What follows belongs to an exercise in optimizing a design on an open flow for small area, a short achievable clock period and few clock cycles per item; a production flow would make more cautious choices.
The RTL was checked by simulation tests, not by an equivalence proof against the original design.
Power is estimated from default activity; no workload was simulated.

## muldiv_controller
module muldiv_controller
#(
   parameter int XLEN = muldiv_controller_pkg::XLEN_DEF
) (
   input  logic            CLK,
   input  logic            RESET,
   input  logic            START,
   input  logic [2:0]      FUNCT3,
   input  logic [XLEN-1:0] OPERAND_A,
   input  logic [XLEN-1:0] OPERAND_B,
   input  logic            FLUSH,
   output logic            BUSY,
   output logic            DONE,
   output logic [XLEN-1:0] RESULT
);
   logic        r_busy;
   logic        r_done;
   logic        r_mul;       
   logic        r_div;       
   logic        r_nega;      
   logic        r_fix;       
   logic        r_div0;      
   logic        r_rem;       
   logic        r_hi;        
   logic        r_mcs;       
   logic        r_sb;        
   logic        r_negres;    
   logic [5:0]  r_n;         
   logic        c_oph, c_opd, c_opnl, c_opnh;
   logic        c_one0, c_two0, c_neg0, c_cin0, c_one1, c_two1, c_neg1, c_cin1;
   logic [31:0] r_x;         
   logic [31:0] r_l;         
   logic [33:0] r_h;         
   logic        r_e;         
   localparam int MS  = 12;    
   localparam int DSA = 16;    
   localparam int DSB = 5;
   logic w_in_div, w_in_sdiv, w_in_rem, w_in_b0, w_in_nega, w_in_sb;
   assign w_in_div  = muldiv_controller_pkg::is_div(FUNCT3);
   assign w_in_sdiv = muldiv_controller_pkg::is_div_signed(FUNCT3);
   assign w_in_rem  = muldiv_controller_pkg::is_rem(FUNCT3);
   assign w_in_b0   = (OPERAND_B == 32'b0);
   assign w_in_nega = w_in_sdiv & OPERAND_A[31];
   assign w_in_sb   = w_in_sdiv & OPERAND_B[31];
   logic w_ms12;
   assign w_ms12 = (r_l[MS-1:0] == {MS{r_e}}) && (r_n >= 6'(MS));
   logic [31:0] w_bm;
   logic [32:0] w_s;         
   logic [31:0] w_f;         
   logic [31+DSA:0] w_r16;
   logic [31+DSB:0] w_r5;
   logic        w_ds16, w_ds5;
   assign w_bm = r_x ^ {32{r_sb}};
   always_comb begin
      logic [31:0] p;
      p = w_bm;
      for (int d = 1; d < 32; d = d * 2)
         for (int i = 0; i < 32; i++)
            if (i + d < 32) p[i] = p[i] | p[i + d];
      w_s = {1'b0, p};
   end
   assign w_f   = ~w_s[32:1];
   assign w_r16 = {r_h[31:0], r_l[31:32-DSA]};
   assign w_r5  = {r_h[31:0], r_l[31:32-DSB]};
   assign w_ds16 = ~r_h[33] && ~|(w_r16[31:0] & w_f) && ~|w_r16[31+DSA:32] && (r_n >= 6'(DSA));
  ...
Size in the first run: ~2100 cells after synthesis, about 130 flip-flops.
export LEC_CHECK = 0
export ABC_AREA = 1
export CAP_MARGIN = 20
export CORE_MARGIN = 2
export CORE_UTILIZATION = 30
export SLEW_MARGIN = 20
export TNS_END_PERCENT = 0
create_clock -name core_clock -period 11.0 [get_ports {CLK}]
standard.sh (not shown) runs the stock make flow with config.mk's settings and CLKGATE_MAP_FILE= SYNTH_SCRIPT=/design/flow/synth_recipe.tcl, a recipe that flattens the netlist after the stock synthesis.
==> flow/flow/run.sh <==
#!/bin/bash
# Standard ORFS layout (the standard.sh), with two changes to how it is made:
#  - timing repair aims for MARGIN ns of setup slack at the design's clock period
#    (the SDC is unchanged), repairing only the worst path (TNS_END_PERCENT in config.mk);
#  - the port buffers that buffer_ports puts on every input and output are buf_1 cells.
# make's full output goes to flow_make.log in this folder.
set -euo pipefail
MARGIN=$(cat flow/margin.txt)
export BUFFER_PORTS_ARGS="-buffer_cell sky130_fd_sc_hd__buf_1"
bash standard.sh finish SETUP_SLACK_MARGIN=$MARGIN > flow_make.log 2>&1
==> flow/flow/margin.txt <==
8
Testbench counts at the start, summed over its fixed seeds: cycles 41,404, ops 4,800.
==> next run, changes <==
- ABC_AREA: 1 -> unset
Worst setup slack degrades by 0.49 ns.
Cell area shrinks by a few percent.
Synthesized area went down slightly.
==> next run, changes <==
==> flow/flow/run.sh (replaced) <==
#!/bin/bash
set -euo pipefail
MARGIN=$(cat flow/margin.txt)
bash standard.sh finish SETUP_SLACK_MARGIN=$MARGIN > flow_make.log 2>&1
Result: The changed run went through all stages and came out clean; global-route usage drops by 0.31 points; worst setup slack gets worse by 0.12 ns; synthesized area stays the same.
==> next run, changes <==
==> flow/flow/run.sh (replaced) <==
#!/bin/bash
# Standard ORFS layout (the standard.sh), with two changes to how it is made:
#  - timing repair aims for MARGIN ns of setup slack at the design's clock period
#    (the SDC is unchanged), repairing only the worst path (TNS_END_PERCENT in config.mk);
#  - the port buffers that buffer_ports puts on every input and output are buf_1 cells.
# make's full output goes to flow_make.log in this folder.
set -euo pipefail
MARGIN=$(cat flow/margin.txt)
export BUFFER_PORTS_ARGS="-buffer_cell sky130_fd_sc_hd__buf_1"
bash standard.sh finish SETUP_SLACK_MARGIN=$MARGIN > flow_make.log 2>&1
- CORE_UTILIZATION: 30 -> 50
Result: Design area shrinks by 6.7%; global-route usage grows by 15 points; die area shrinks by 39%; routed wire length shrinks by 7.5%; via count shrinks by 0.51%; combinational power shrinks by 7.8%; total power shrinks by 6.1%; worst setup slack improved by 0.043 ns; hold slack hardly moves; final cell count shrinks by 9.8%.

-- re-timing with driven ports --
In the flow no input, the clock included, has a driving cell. The finished layouts below were timed again as built, in two steps.
Step 1 sets driving cells, clkbuf_16 on the clock port and buf_2 on the other inputs (assumed; they add their load-dependent delay and slew).
Step 2 times the ports against the registers' clock, not the clock port: input delays grow and output delays shrink by t, the midpoint of the rising clock arrivals with the driver on.
a / b / c = ideal ports / drivers / drivers and shift; a / b = the first two.
run	shift t [ns]	setup slack, ns	worst setup path after step 2	worst register clock-pin slew, ns
the first run	0.520	6.943 / 6.889 / 6.953	register to register	0.07 / 0.07
the second run	0.528	6.450 / 6.450 / 6.450	register to register	0.07 / 0.07
the third run	0.511	6.331 / 6.277 / 6.406	register to register	0.07 / 0.07
the fourth run	0.514	6.374 / 6.374 / 6.374	register to register	0.08 / 0.08
After both steps setup and hold are still met in every run listed.
